From an optimization exercise on the open Yosys and OpenROAD flow, aimed at small area, a short achievable clock period and few clock cycles per item; shortcuts taken in it are not production practice. Only simulation tests tie the RTL to the original design; equivalence was not proved. Power figures rest on the tool's default switching activity, not on a simulated workload.

==> flow/design.v <==
module gf163_clmul_serial #(
  parameter int M = 163,
  parameter int D = 24
) (
  input  logic             clk,
  input  logic             rst,
  input  logic             start,
  input  logic [M-1:0]     a,
  input  logic [M-1:0]     b,
  output logic             busy,
  output logic             done,
  output logic [2*M-2:0]   p
);
  localparam int N  = (M + D - 1) / D;    
  localparam int NB = N * D;
  localparam int PW = NB + M - 1;         
  localparam int CW = (N > 1) ? $clog2(N) : 1;
  localparam int Q  = M + D - 1;          
  logic          busy_q, done_q, idle_q, more_q, load;
  logic [CW-1:0] cnt_q;
  logic [M-1:0]  a_q;
  logic [PW-1:0] P_q, P_d;
  logic [D-1:0]  dig;
  logic [Q-1:0]  pp;
  assign load = idle_q & start;
  always_comb begin
    dig = P_q[D-1:0];
    pp  = '0;
    for (int j = 0; j < D; j++)
      for (int i = 0; i < M; i++)
        pp[i+j] = pp[i+j] ^ (a_q[i] & dig[j]);
  end
  always_comb begin
    for (int i = 0; i < PW; i++) begin
      logic sh;
      sh = (i + D < PW) ? P_q[i+D] : 1'b0;
      if (i < M) P_d[i] = idle_q ? b[i] : sh;
      else       P_d[i] = ~idle_q & sh;
      if (i >= NB - D) P_d[i] = P_d[i] ^ pp[i-(NB-D)];
    end
  end
  always_ff @(posedge clk) begin
    P_q <= P_d;
    a_q <= ({M{load}} & a) | ({M{more_q}} & a_q);
  end
  always_ff @(posedge clk or posedge rst) begin
    if (rst) begin
      busy_q <= 1'b0;
      done_q <= 1'b0;
      idle_q <= 1'b1;
      more_q <= 1'b0;
      cnt_q  <= '0;
    end else begin
      done_q <= busy_q && cnt_q == '0;
      idle_q <= (idle_q & ~start) | done_q;
      if (idle_q) begin
        busy_q <= start;
        more_q <= start && N > 1;
        cnt_q  <= CW'(N - 1);
      end else if (busy_q) begin
        if (cnt_q == '0) busy_q <= 1'b0;
        more_q <= cnt_q > 1;
        cnt_q  <= cnt_q - 1'b1;
      end
    end
  end
  assign busy = busy_q;
  assign done = done_q;
  assign p    = P_q[2*M-2:0];
endmodule
==> flow/flow/run.sh <==
#!/bin/bash
# The standard layout, with single-drive buffers on the ports (timing repair resizes the ones
# on critical paths). Every tool's output stays in orfs/logs; make's own output in make.log.
set -euo pipefail
bash standard.sh BUFFER_PORTS_ARGS="-buffer_cell sky130_fd_sc_hd__buf_1" finish > make.log 2>&1
==> flow/standard.sh <==
#!/bin/bash
# synth_recipe.tcl (not shown) runs the flow's synth.tcl, then flattens the netlist and writes it again
# the make line also repeats each setting of config.mk as NAME=value (left out here)
make -C /OpenROAD-flow-scripts/flow DESIGN_CONFIG=/design/flow/config.mk WORK_HOME=/design/flow/orfs CLKGATE_MAP_FILE= SYNTH_SCRIPT=/design/flow/synth_recipe.tcl "${@:-finish}"
==> flow/config.mk <==
export PLATFORM = sky130hd
export DESIGN_NAME = gf163_clmul_serial
export DESIGN_NICKNAME = gf163_clmul_serial
export VERILOG_FILES = /design/flow/design.v
export SDC_FILE = /design/flow/constraint.sdc
export NUM_CORES = 4
export LEC_CHECK = 0
export CAP_MARGIN = 20
export CORE_MARGIN = 2
export CORE_UTILIZATION = 40
export SETUP_SLACK_MARGIN = 2.6
export SLEW_MARGIN = 20
==> flow/constraint.sdc <==
create_clock -name core_clock -period 5.0 [get_ports {clk}]
set_input_delay 1.0000 -clock core_clock [delete_from_list [all_inputs] [get_ports {clk}]]
set_output_delay 1.0000 -clock core_clock [all_outputs]
set_load 0.01 [all_outputs]
==> results.json, run 1 <==
{
  "dpl_worst_slack_ps": 2230,
  "period_needed_ps": 2510,
  "start_util_pct": 40.2,
  "netlist_area_mm2": 0.0724,
  "fillerInstances": 18000,
  "ir_drop_mv": 0.405,
  "clock_latency_ps": 770,
  "overflow": 0,
  "p_int_mw": 29.4,
  "regArea_mm2": 0.0106,
  "cts_buffer_depth": 3,
  "synth_top_family_by_area": "XOR/XNOR gates",
  "clock_sinks": 500,
  "fin_ws_ps": 2490,
  "clockPowerShare_pct": 9.8,
  "worstPathMaxFanout": 12,
  "reg2reg_to": "P_q[236]",
  "place.gp.congestion": 0.953,
  "critPathArrivalTime_ps": 1510,
  "clk_pin_slew_ps": 60,
  "grt_usage_pct": 35.4,
  "cp-end-kind": "primary output",
  "drv_cap": 0,
  "via_per_inst": 5.73,
  "fin_skew_ps": 53.8,
  "critPathKind": "flip-flop to primary output",
  "syn_inst": 9819,
  "dp_hpwl_mm": 187,
  "antenna_left": 0,
  "switching_share_pct": 51.1,
  "holdCritPathClass": "input pin to async pin",
  "final_util_pct": 43.9,
  "dieArea_mm2": 0.184,
  "p_seq_share_pct": 16.3,
  "synthXorXnorAreaFrac_pct": 49.1,
  "vias": 69309,
  "grt_pass1_wl_mm": 482,
  "dp_cells": 11784,
  "maxSlewViolCount": 0,
  "fp.dieW_um": 430,
  "grt_start_max_net_pins": 105,
  "finalSetupTns_ps": 0,
  "p_leak_nw": 25.3,
  "nNetsFinal": 9985,
  "syn2layout_area_growth_pct": 9.25,
  "drt_iter0_drc": 10780,
  "htreeDepth": 3,
  "avgSynthCellArea_um2": 7.38,
  "cts_tree": "built",
  "drc": 0,
  "p_sw_mw": 30.6,
  "critPathRequiredTime_ps": 4000,
  "cts_buffers": 75,
  "synth-simple-area-share_pct": 21.7,
  "cts_hold_buffers": 0,
  "fin_cells": 12106,
  "ys_seq_elements": 500,
  "critPathLaunchType": "flip-flop",
  "row_count": 156,
  "synth-compound-area-share_pct": 2.03,
  "power_mw": 60.0,
  "rsz0062_at_grt": "yes",
  "power.density_mw_per_mm2": 759,
  "slew_headroom_pct": 47.6,
  "core_mm2": 0.180,
  "r2r_slack_ps": 2510,
  "port_buffers": 655,
  "mostFrequentLayoutCell": "nand2_1",
  "grt_pass1_vias": 65953,
  "die_y_um": 430,
  "final_hold_viol_count": 0,
  "wl_mm": 350,
  "tightest_slew_ps": 785,
  "synth_cell_types": 29,
  "fmax_ghz": 0.398,
  "status": "timing/DRC/antenna clean",
  "layout-drive-gt1-share_pct": 10.8,
  "synthMuxAreaShare_pct": 2.50,
  "dr.pass1.iters": 7,
  "synthAdderAreaFrac_pct": 0.0518,
  "comb_power_share_pct": 73.8,
  "yosys_warnings": 1,
  "wl_per_cell_um": 29.0,
  "setup_viol_count_final": 0,
  "grt_antenna_before_repair": 38,
  "layout_common_cells": "nand2_1, xnor2_1, xor2_1",
  "fin_crit_sh_pct": 50.2,
  "io_pins": 656,
  "clock-root-buffer": "clkbuf_16",
  "timing.rr.start": "P_q[19]",
  "r2r.worst_path.cells": 7,
  "multi_input_area_mm2": 0.0546,
  "syn_nets": 10151,
  "synth-seq-area-share_pct": 13.9
}
## synthesized netlist by cell type
library cell	n	area (um^2)
nand2_1	3913	14700
xnor2_1	2525	22100
xor2_1	776	6800
buf_2	592	2960
buf_4	523	3930
dfxtp_1	493	9870
xnor3_1	294	6620
clkbuf_1	172	646
a22o_1	163	1430
mux2_2	144	1620
nand2b_1	92	576
nor2b_1	44	275
buf_6	19	214
mux2i_1	19	190
buf_1	12	45.0
nand2b_4	10	138
dfrtp_1	6	150
inv_1	4	15.0
and2_1	3	18.8
ha_1	3	37.5
a21oi_1	2	10.0
nor2_1	2	7.51
o21ai_0	2	10.0
a21o_1	1	7.51
and3_1	1	6.26
dfstp_2	1	26.3
nor3b_1	1	7.51
o21bai_1	1	7.51
o31ai_1	1	7.51
## sequential cells by signal (all words and copies together) (netlist names)
name and count:
P_q 330, more_q 1, idle_q 1, done_q 1, cnt_q 3, a_q 163, busy_q 1
## per-stage QoR
| stage | instance area (um^2) | hold WS, ps |
|---|---|---|
| 2_1_floorplan | 72400 | 459 |
| 3_3_place_gp | 72800 | 456 |
| 3_5_place_dp | 72800 | 449 |
| 4_1_cts | 78200 | 107 |
| 5_1_grt | 79100 | 174 |
| 6_report | 79100 | 142 |
## area by class of cell
class / instances / area share [%]
multi-input cells: 7998 / 69.1
clock inverters: 41 / 0.776
inverters: 4 / 0.0190
clock buffers: 96 / 2.51
diodes: 23 / 0.0727
well taps: 2370 / 3.75
repair buffers: 1074 / 10.4
flip-flops and latches: 500 / 13.5
## cells by family after synthesis
logic type                 count (synthesis)
DFF                                      500
adders and majority gates                  3
and+or+nand+nor                         4066
AOI/OAI and AO/OA                        170
muxes                                    163
buffers and inverters                   1322
xor gates and xnor gates                3595
## power by group through the flow
stage          combinational (mW)  sequential (mW)  clock [mW]
2_1_floorplan                30.9             6.67           0
3_3_place_gp                 35.6             11.4           0
3_5_place_dp                 36.3             11.3           0
4_1_cts                      41.8             9.48        5.99
5_1_grt                      45.2             9.71        6.11
6_report                     44.3             9.81        5.91
## repair_timing
item                                    CTS  global route
resized for setup                       454            82
endpoints found under the setup margin  500           134
hold endpoints to repair                  0             0
pin swaps                                 0             9
gates cloned                             10            21
setup buffers                           127             4
## metal layers
layer	up-vias	part of all wire (%)	wire [um]	track usage [%]
li1	28811	-	-	-
met1	32673	37	128000	44.9
met2	6080	40	139000	50.4
met3	1711	15	52700	10.9
met4	34	8.5	30000	25.9
met5	-	0.070	245	0
## worst max path at each step
stage	to	cells after the start	startpoint	slack [ps]
floorplan	P_q[100]	8	idle_q	2950
global placement	P_q[224]	6	P_q[1]	2270
detailed placement	P_q[236]	6	idle_q	2230
CTS	p[19]	2	P_q[19]	2240
global route	p[19]	2	P_q[19]	2480
finish	p[19]	2	P_q[19]	2490
## critical path: stages, from the launching register on
cell	delay, ps
dfxtp_4	360
buf_6	180
buf_4	190
Testbench counts, summed over its fixed seeds: cycles 7,192, items 800.
==> run 2, diff against run 1 <==
--- a/flow/config.mk
+++ b/flow/config.mk
@@ -8,5 +8,8 @@
 export CAP_MARGIN = 20
 export CORE_MARGIN = 2
 export CORE_UTILIZATION = 40
+export CTS_BUF_LIST = sky130_fd_sc_hd__clkbuf_16
+export CTS_CLUSTER_DIAMETER = 100
+export CTS_CLUSTER_SIZE = 25
 export SETUP_SLACK_MARGIN = 2.6
 export SLEW_MARGIN = 20
==> results.json, run 2 <==
{
  "status": "timing/DRC/antenna clean",
  "yosys_warnings": 1,
  "grt_pass1_vias": 65363,
  "grt_start_max_net_pins": 105,
  "timing.rr.start": "idle_q",
  "mostFrequentLayoutCell": "nand2_1",
  "synth_ff_type": "dfxtp_1",
  "rsz0062_at_grt": "yes",
  "syn_nets": 10151,
  "critPathArrivalTime_ps": 1480,
  "vias": 69097,
  "layout-drive-gt1-share_pct": 10.1,
  "row_count": 156,
  "fin_crit_sh_pct": 49.5,
  "cp-startpoint": "P_q[5]",
  "reg2reg_to": "P_q[173]",
  "cts_buffers": 48,
  "dp_cells": 11784,
  "synth_cell_types": 29,
  "cpMaxStageDelayCell": "dfxtp_4",
  "die_y_um": 430,
  "grt_antenna_before_repair": 51,
  "critPathLaunchType": "flip-flop",
  "p_leak_nw": 24.7,
  "ys_seq_elements": 500,
  "max_stage_delay_ps": 420,
  "maxSlewViolCount": 0,
  "critPathRequiredTime_ps": 4000,
  "wl_per_cell_um": 29.0,
  "finalSetupTns_ps": 0,
  "largest_register": "P_q",
  "slew_headroom_pct": 49.0,
  "final_util_pct": 43.3,
  "dieArea_mm2": 0.184,
  "dp_hpwl_mm": 187,
  "drc": 0,
  "io_pins": 656,
  "final_hold_viol_count": 0,
  "power.density_mw_per_mm2": 750,
  "r2r.worst_path.cells": 7,
  "overflow": 0,
  "core_mm2": 0.180,
  "start_util_pct": 40.2,
  "synth_area_leaders": "xnor2_1, nand2_1, dfxtp_1",
  "clock_latency_ps": 770,
  "fin_cells": 12050,
  "htreeDepth": 2,
  "antenna_left": 0,
  "worstPathMaxFanout": 3,
  "fmax_ghz": 0.404,
  "ir_drop_mv": 0.389,
  "cts_hold_buffers": 0,
  "synth-edff-count": 0,
  "dr.pass1.iters": 6,
  "synthArstFlopShare_pct": 1.40,
  "netlist_area_mm2": 0.0724,
  "setup_viol_count_final": 0,
  "clk_pin_slew_ps": 110,
  "cts_buffer_depth": 3,
  "via_per_inst": 5.73,
  "netlist.area_leader.share_pct": 30.5,
  "nNetsFinal": 9949,
  "synth-seq-area-share_pct": 13.9,
  "syn2layout_area_growth_pct": 7.90,
  "cts_tree": "built",
  "drt_iter0_drc": 10812,
  "path_cells": "buf_12 -> clkbuf_4",
  "holdCritPathClass": "input pin to async pin",
  "syn_inst": 9819,
  "layout_common_cells": "nand2_1, xnor2_1, xor2_1",
  "wl_mm": 350,
  "fp.dieW_um": 430,
  "cp-end-kind": "primary output",
  "largest_reg_flops": 330,
  "fin_skew_ps": 54.8,
  "critPathKind": "flip-flop to primary output",
  "clock_sinks": 500,
  "avgSynthCellArea_um2": 7.38,
  "period_needed_ps": 2480,
  "reg_top3": "P_q: 330 flops, a_q: 163 flops, cnt_q: 3 flops",
  "crit_end": "p[5]",
  "r2r_slack_ps": 2570,
  "drv_cap": 0,
  "yosysTopAreaCell": "xnor2_1",
  "yosysMostFrequentCell": "nand2_1",
  "synthTopCellsByCount": "nand2_1, xnor2_1, xor2_1",
  "grt_usage_pct": 35.5,
  "place.gp.congestion": 0.953,
  "clock-root-buffer": "clkbuf_16",
  "tightest_slew_ps": 764,
  "grt_pass1_wl_mm": 482,
  "port_buffers": 655
}
run 2: changes by cell type in the layout (fill, tap and decap cells not counted), sizes merged:
cell,previous run,this run
bufbuf,8,10
inv,7,28
clkbuf,116,70
bufinv,10,1
buf,1046,1035
clkinvlp,7,2
clkinv,21,13
diode,23,24
and2,4,3
run 2: how the worst min path moves through the flow:
stage	start	end	slack [ps]	depth (start not counted)
2_1_floorplan	P_q[34]	P_q[10]	460	1
5_1_grt	rst	cnt_q[1]	130	2
3_5_place_dp	done_q	idle_q	450	1
4_1_cts	rst	cnt_q[0]	100	2
3_3_place_gp	done_q	idle_q	460	1
6_report	rst	cnt_q[1]	120	2
run 2: worst max-delay path, delay by kind of cell (launching register included):
kind,cells,cell delay (ps)
flops,1,420
buf+inv,2,270
run 2: metrics by stage:
stage | instance area (um^2) | setup slack [ps] | power, mW | hold slack, ps
final | 78100 | 2520 | 58.6 | 119
after global placement | 72800 | 2270 | 46.9 | 456
after detailed placement | 72800 | 2230 | 47.6 | 449
after global routing | 78100 | 2510 | 59.5 | 130
after CTS | 77400 | 2240 | 55.9 | 96.5
after floorplan | 72400 | 2950 | 37.6 | 459
run 2: power by group:
group / leakage [nW] / switching (mW) / total [mW] / internal (mW)
registers: 4.24 / 3.36 / 9.80 / 6.44
logic: 19.6 / 24.8 / 44.3 / 19.5
clock network: 0.870 / 2.50 / 4.54 / 2.04
run 2: what timing repair did:
action                     4_1_cts  5_1_grt
resized for setup              392       84
setup endpoints to repair      524      147
pin swaps                        0        1
gates cloned                    15       16
buffers inserted               120        2
run 2: logic make-up (layout without fill, tap and decap cells):
family	Yosys count	after routing	synth area share, %
adder cells (fa/ha/maj)	3	3	0.0518
XOR/XNOR	3595	3595	49.1
multiplexers	163	163	2.50
buffers and inverters	1322	1159	10.8
AND/OR/NAND/NOR	4066	4066	21.7
AO/OA/AOI/OAI	170	170	2.03
other	0	24	0
flip-flops	500	500	13.9
run 2: cell type report:
cell class / count / area, um^2
fillers: 18093 / 102000
multi-input cells: 7997 / 54600
clock inverters: 40 / 564
repair buffers: 1066 / 8100
clock buffers: 49 / 1230
flip-flops and latches: 500 / 10600
inverters: 4 / 15.0
diodes: 24 / 60.1
well taps: 2370 / 2970
run 2: layer usage:
layer / routed length [um] / share of wire (%) / global-route usage (%) / vias up
met5: 285 / 0.082 / 0.338 / -
met4: 28600 / 8.2 / 25.1 / 48
met3: 53600 / 15 / 11.4 / 1640
met2: 139000 / 40 / 50.0 / 6111
met1: 128000 / 37 / 45.2 / 32586
li1: - / - / - / 28712
==> run 3, diff against run 2 <==
--- a/flow/config.mk
+++ b/flow/config.mk
@@ -11,5 +11,6 @@
 export CTS_BUF_LIST = sky130_fd_sc_hd__clkbuf_16
 export CTS_CLUSTER_DIAMETER = 100
 export CTS_CLUSTER_SIZE = 25
+export PLACE_DENSITY = 0.68
 export SETUP_SLACK_MARGIN = 2.6
 export SLEW_MARGIN = 20
==> results.json, run 3 <==
{
  "cts_buffer_depth": 3,
  "setup_viol_count_final": 0,
  "critPathLaunchType": "flip-flop",
  "overflow": 0,
  "p_leak_nw": 24.4,
  "cp-startpoint": "P_q[18]",
  "synth_ff_type": "dfxtp_1",
  "clk_pin_slew_ps": 100,
  "ys_seq_elements": 500,
  "rsz0062_at_grt": "yes",
  "core_mm2": 0.180,
  "wl_mm": 352,
  "via_per_inst": 5.83,
  "timing.rr.start": "a_q[20]",
  "yosysTopAreaCell": "xnor2_1",
  "largest_register": "P_q",
  "grt_pass1_vias": 66160,
  "syn_inst": 9819,
  "whs_ps": 152,
  "critPathKind": "flip-flop to primary output",
  "power_mw": 57.9,
  "vias": 69996,
  "syn_nets": 10151,
  "fin_skew_ps": 77.5,
  "final_hold_viol_count": 0,
  "tightest_slew_ps": 895,
  "die_y_um": 430,
  "drv_cap": 0,
  "fp.dieW_um": 430,
  "fin_crit_sh_pct": 49.4,
  "multi_input_area_mm2": 0.0546,
  "start_util_pct": 40.2,
  "place.gp.congestion": 0.965,
  "layout-drive-gt1-share_pct": 9.84,
  "synth_area_leaders": "xnor2_1, nand2_1, dfxtp_1",
  "period_needed_ps": 2470,
  "netlist_area_mm2": 0.0724,
  "synthArstFlopShare_pct": 1.40,
  "power.density_mw_per_mm2": 748,
  "port_buffers": 655,
  "syn2layout_area_growth_pct": 6.88,
  "grt_antenna_before_repair": 43,
  "grt_start_max_net_pins": 89,
  "cts_buffers": 43,
  "yosysMostFrequentCell": "nand2_1",
  "fillerInstances": 17897,
  "critPathArrivalTime_ps": 1470,
  "nNetsFinal": 9913,
  "dp_cells": 11769,
  "synth-seq-area-share_pct": 13.9,
  "cp-end-kind": "primary output",
  "dr.pass1.iters": 9,
  "holdCritPathClass": "input pin to async pin",
  "antenna_left": 0,
  "drt_iter0_drc": 12055,
  "clock_latency_ps": 750,
  "reg_top3": "P_q: 330 flops, a_q: 163 flops, cnt_q: 3 flops",
  "clock-root-buffer": "clkbuf_16",
  "fmax_ghz": 0.405,
  "grt_usage_pct": 35.3,
  "slew_headroom_pct": 40.3,
  "io_pins": 656,
  "netlist.area_leader.share_pct": 30.5,
  "maxSlewViolCount": 0,
  "synthTopCellsByCount": "nand2_1, xnor2_1, xor2_1",
  "dieArea_mm2": 0.184,
  "htreeDepth": 2,
  "critPathRequiredTime_ps": 4000,
  "yosys_warnings": 1,
  "synth-edff-count": 0,
  "dp_hpwl_mm": 194,
  "worstPathMaxFanout": 3,
  "avgSynthCellArea_um2": 7.38,
  "status": "timing/DRC/antenna clean",
  "layout_common_cells": "nand2_1, xnor2_1, xor2_1",
  "ir_drop_mv": 0.394,
  "row_count": 156,
  "r2r_slack_ps": 2540,
  "fin_cells": 12013,
  "wl_per_cell_um": 29.3,
  "synth_cell_types": 29,
  "drc": 0,
  "cts_tree": "built",
  "grt_pass1_wl_mm": 481,
  "mostFrequentLayoutCell": "nand2_1",
  "finalSetupTns_ps": 0,
  "regArea_mm2": 0.0105,
  "largest_reg_flops": 330,
  "clock_sinks": 500
}
run 3: cell counts after synthesis:
Identical to the previous run, type by type.
run 3: critical path, cell delays in order (launching register included):
cell and delay, ps:
dfxtp_4 460, buf_12 140, buf_8 110
run 3: cell type report:
class / count / share of cell area [%]
Sequential cell: 500 / 13.6
Clock buffer: 44 / 1.42
Timing Repair Buffer: 1035 / 9.89
Inverter: 4 / 0.0194
Antenna cell: 28 / 0.0905
Tap cell: 2370 / 3.83
Multi-Input combinational cell: 7997 / 70.5
Clock inverter: 35 / 0.601
run 3: cell families (layout without fill, tap and decap cells):
kind of cell / count (synthesis) / count (layout) / share of synthesized area (%)
and+or+nand+nor: 4066 / 4066 / 21.7
muxes: 163 / 163 / 2.50
adders and majority gates: 3 / 3 / 0.0518
xor gates and xnor gates: 3595 / 3595 / 49.1
DFF: 500 / 500 / 13.9
AOI/OAI and AO/OA: 170 / 170 / 2.03
buffers and inverters: 1322 / 1118 / 10.8
other: 0 / 28 / 0
run 3: final timing paths:
check                            to  cells past startpoint
max                           p[18]                      2
min                          more_q                      2
max reg2reg                P_q[173]                      6
min reg2reg                  idle_q                      1
max in group asynchronous    idle_q                      2
min in group core_clock     a_q[35]                      2
run 3: power by group:
group / internal, mW / switching [mW]
combinational: 19.1 / 24.4
sequential: 6.41 / 3.73
clock: 1.91 / 2.32
total: 27.4 / 30.5
run 3: routing by layer:
| metal | part of all wire [%] | global-route usage [%] | vias to the layer above |
|---|---|---|---|
| met1 | 36 | 45.0 | 32759 |
| met4 | 9.0 | 24.5 | 28 |
| met3 | 16 | 11.6 | 2149 |
| met2 | 39 | 49.8 | 6425 |
| li1 | - | - | 28635 |
| met5 | 0.072 | 0 | - |
run 3: stage by stage:
stage	area (um^2)	setup WS [ps]	util, %
after floorplan	72400	2950	-
after global placement	72600	2130	40.3
after detailed placement	72600	2190	40.3
after CTS	76500	2240	42.4
after global routing	77300	2530	42.9
final	77400	2530	42.9
run 3: timing repair:
item	in CTS	in global routing
pin swaps	0	3
resized for setup	366	70
hold buffers	0	0
buffers inserted	107	2
gates cloned	6	22
setup endpoints to repair	516	151
==> run 4, diff against run 3 <==
--- a/flow/config.mk
+++ b/flow/config.mk
@@ -7,10 +7,9 @@
 export LEC_CHECK = 0
 export CAP_MARGIN = 20
 export CORE_MARGIN = 2
-export CORE_UTILIZATION = 40
+export CORE_UTILIZATION = 50
 export CTS_BUF_LIST = sky130_fd_sc_hd__clkbuf_16
 export CTS_CLUSTER_DIAMETER = 100
 export CTS_CLUSTER_SIZE = 25
-export PLACE_DENSITY = 0.68
 export SETUP_SLACK_MARGIN = 2.6
 export SLEW_MARGIN = 20
==> results.json, run 4 <==
{
  "status": "timing/DRC/antenna clean",
  "yosysTopAreaCell": "xnor2_1",
  "via_per_inst": 5.85,
  "layout_common_cells": "nand2_1, xnor2_1, xor2_1",
  "synth_ff_type": "dfxtp_1",
  "fp.dieW_um": 385,
  "largest_reg_flops": 330,
  "avgSynthCellArea_um2": 7.38,
  "fmax_ghz": 0.409,
  "cp_top_family": "flip-flops",
  "wl_per_cell_um": 27.7,
  "drt_iter0_drc": 9454,
  "clock-root-buffer": "clkbuf_16",
  "netlist_area_mm2": 0.0724,
  "critPathLaunchType": "flip-flop",
  "synth-edff-count": 0,
  "dieArea_mm2": 0.148,
  "synth_cell_types": 29,
  "dp_hpwl_mm": 174,
  "htreeDepth": 2,
  "synth_top_family_by_area": "XOR/XNOR gates",
  "period_needed_ps": 2450,
  "cpMaxStageDelayCell": "dfxtp_1",
  "place.gp.congestion": 0.868,
  "start_util_pct": 50.4,
  "overflow": 0,
  "final_hold_viol_count": 0,
  "setup_viol_count_final": 0,
  "cp-end-kind": "primary output",
  "yosys_warnings": 1,
  "drc": 0,
  "fin_skew_ps": 46.7,
  "largest_register": "P_q",
  "grt_usage_pct": 41.2,
  "critPathArrivalTime_ps": 1450,
  "slew_headroom_pct": 42.6,
  "regArea_mm2": 0.0104,
  "drv_cap": 0,
  "cts_tree": "built",
  "die_y_um": 385,
  "synth_area_leaders": "xnor2_1, nand2_1, dfxtp_1",
  "grt_antenna_before_repair": 22,
  "holdCritPathClass": "input pin to async pin",
  "synthXorXnorAreaFrac_pct": 49.1,
  "power.density_mw_per_mm2": 734,
  "clock_latency_ps": 720,
  "synthMuxAreaShare_pct": 2.50,
  "clk_pin_slew_ps": 110,
  "tightest_slew_ps": 861,
  "grt_start_max_net_pins": 93,
  "syn2layout_area_growth_pct": 5.34,
  "dr.pass1.iters": 17,
  "path_cells": "buf_1",
  "syn_inst": 9819,
  "ys_seq_elements": 500,
  "wl_mm": 320,
  "power_mw": 56.0,
  "ir_drop_mv": 0.526,
  "synth-seq-area-share_pct": 13.9,
  "synthAdderAreaFrac_pct": 0.0518,
  "synthTopCellsByCount": "nand2_1, xnor2_1, xor2_1",
  "core_mm2": 0.144,
  "grt_pass1_wl_mm": 452,
  "maxSlewViolCount": 0,
  "p_leak_nw": 24.1,
  "cts_hold_buffers": 0,
  "multi_input_area_mm2": 0.0546,
  "row_count": 139,
  "reg_top3": "P_q: 330 flops, a_q: 163 flops, cnt_q: 3 flops",
  "io_pins": 656,
  "clock_sinks": 500,
  "nNetsFinal": 9917,
  "finalSetupTns_ps": 0,
  "critPathKind": "flip-flop to primary output",
  "synthArstFlopShare_pct": 1.40,
  "critPathBufInv": 1,
  "rsz0062_at_grt": "yes",
  "max_stage_delay_ps": 560,
  "worstPathMaxFanout": 2,
  "cts_buffers": 43,
  "yosysMostFrequentCell": "nand2_1",
  "vias": 67480,
  "critPathRequiredTime_ps": 4000,
  "netlist.area_leader.share_pct": 30.5,
  "synth-compound-area-share_pct": 2.03,
  "synth-simple-area-share_pct": 21.7,
  "mostFrequentLayoutCell": "nand2_1",
  "cts_buffer_depth": 3,
  "syn_nets": 10151,
  "fin_crit_sh_pct": 48.9,
  "whs_ps": 244,
  "grt_pass1_vias": 64486,
  "antenna_left": 0,
  "fillerInstances": 13876,
  "layout-drive-gt1-share_pct": 8.60,
  "port_buffers": 655
}
[run 4: final timing paths]
| path | start | to | slack [ps] | cells after the start |
|---|---|---|---|---|
| worst max register to register | P_q[11] | P_q[184] | 2560 | 7 |
| max in group asynchronous | rst | idle_q | 4420 | 2 |
| worst min register to register | P_q[41] | P_q[17] | 490 | 1 |
| worst min-delay path | rst | cnt_q[2] | 240 | 2 |
| min in group core_clock | a[7] | a_q[7] | 480 | 2 |
| worst max-delay path | P_q[249] | p[249] | 2550 | 1 |
[run 4: cell type report]
cell class / count / area share, %
multi-input combinational: 7997 / 71.6
antenna: 11 / 0.0361
sequential: 500 / 13.6
inverter: 4 / 0.0197
clock inverter: 37 / 0.686
clock buffer: 43 / 1.41
tap: 1903 / 3.12
timing repair buffer: 1039 / 9.56
[run 4: cell families after synthesis]
logic type      Yosys count
compound gates          170
xor+xnor               3595
fa+ha+maj                 3
buf+inv                1322
flops                   500
mux                     163
simple gates           4066
[run 4: routing by layer]
metal,wire length (um),track usage [%]
met1,116000,51.7
met2,132000,61.6
met3,45700,11.1
met4,25600,27.9
met5,157,0
[run 4: where the power goes]
part           switching [mW]  total, mW  internal (mW)  leakage (nW)
sequential               3.44       9.72           6.28          4.22
clock                    2.31       4.15           1.85         0.780
combinational            23.2       42.1           18.9          19.1
total                    29.0       56.0           27.0          24.1
[run 4: timing repair]
action                                  4_1_cts  5_1_grt
endpoints found under the setup margin      621      140
gates resized for setup                     211       61
cloned                                       11        6
buffers inserted                            102        4
pin swaps                                     0        0
[run 4: per-stage QoR]
stage                     cell area, um^2  cells  setup slack (ps)  util, %
after floorplan                     72400   9819              2950        -
after global placement              72200  11320              1950     50.2
after detailed placement            72200  11320              1960     50.2
after CTS                           75900  11513              2310     52.8
after global routing                76300  11524              2550     53.1
final                               76300  11534              2550     53.1

afterwards: timing with drivers on the ports:
No port has a modelled driver above. Below, the same layouts with a new extraction and two added sets of constraints. Step 1 sets driving cells, clkbuf_16 on the clock port and buf_2 on the other inputs (assumed; they add their load-dependent delay and slew). Step 2 moves the port delays by t, midway between the first and last clock arrival at a register: inputs arrive t later, outputs are due t later. That takes back most of the time a late clock gives input paths. a / b / c = ideal ports / drivers / drivers and shift; a / b = the first two.
run | shift t [ns] | setup slack, ns | hold slack, ns | clock arrival spread, ns | pins driven straight from the clock port
run 1 | 0.833 | 2.490 / 2.401 / 2.490 | 0.142 / 0.100 / 0.462 | 0.055 / 0.055 | 1
run 2 | 0.832 | 2.523 / 2.434 / 2.460 | 0.119 / 0.085 / 0.469 | 0.060 / 0.059 | 1
run 3 | 0.804 | 2.531 / 2.441 / 2.537 | 0.152 / 0.114 / 0.476 | 0.078 / 0.079 | 1
run 4 | 0.772 | 2.554 / 2.477 / 2.564 | 0.244 / 0.190 / 0.486 | 0.053 / 0.053 | 1
After both steps every run listed still meets setup and hold. The setup slack of run 2, which loses most, moves by -0.089 ns with the drivers and by -0.063 ns with both steps.
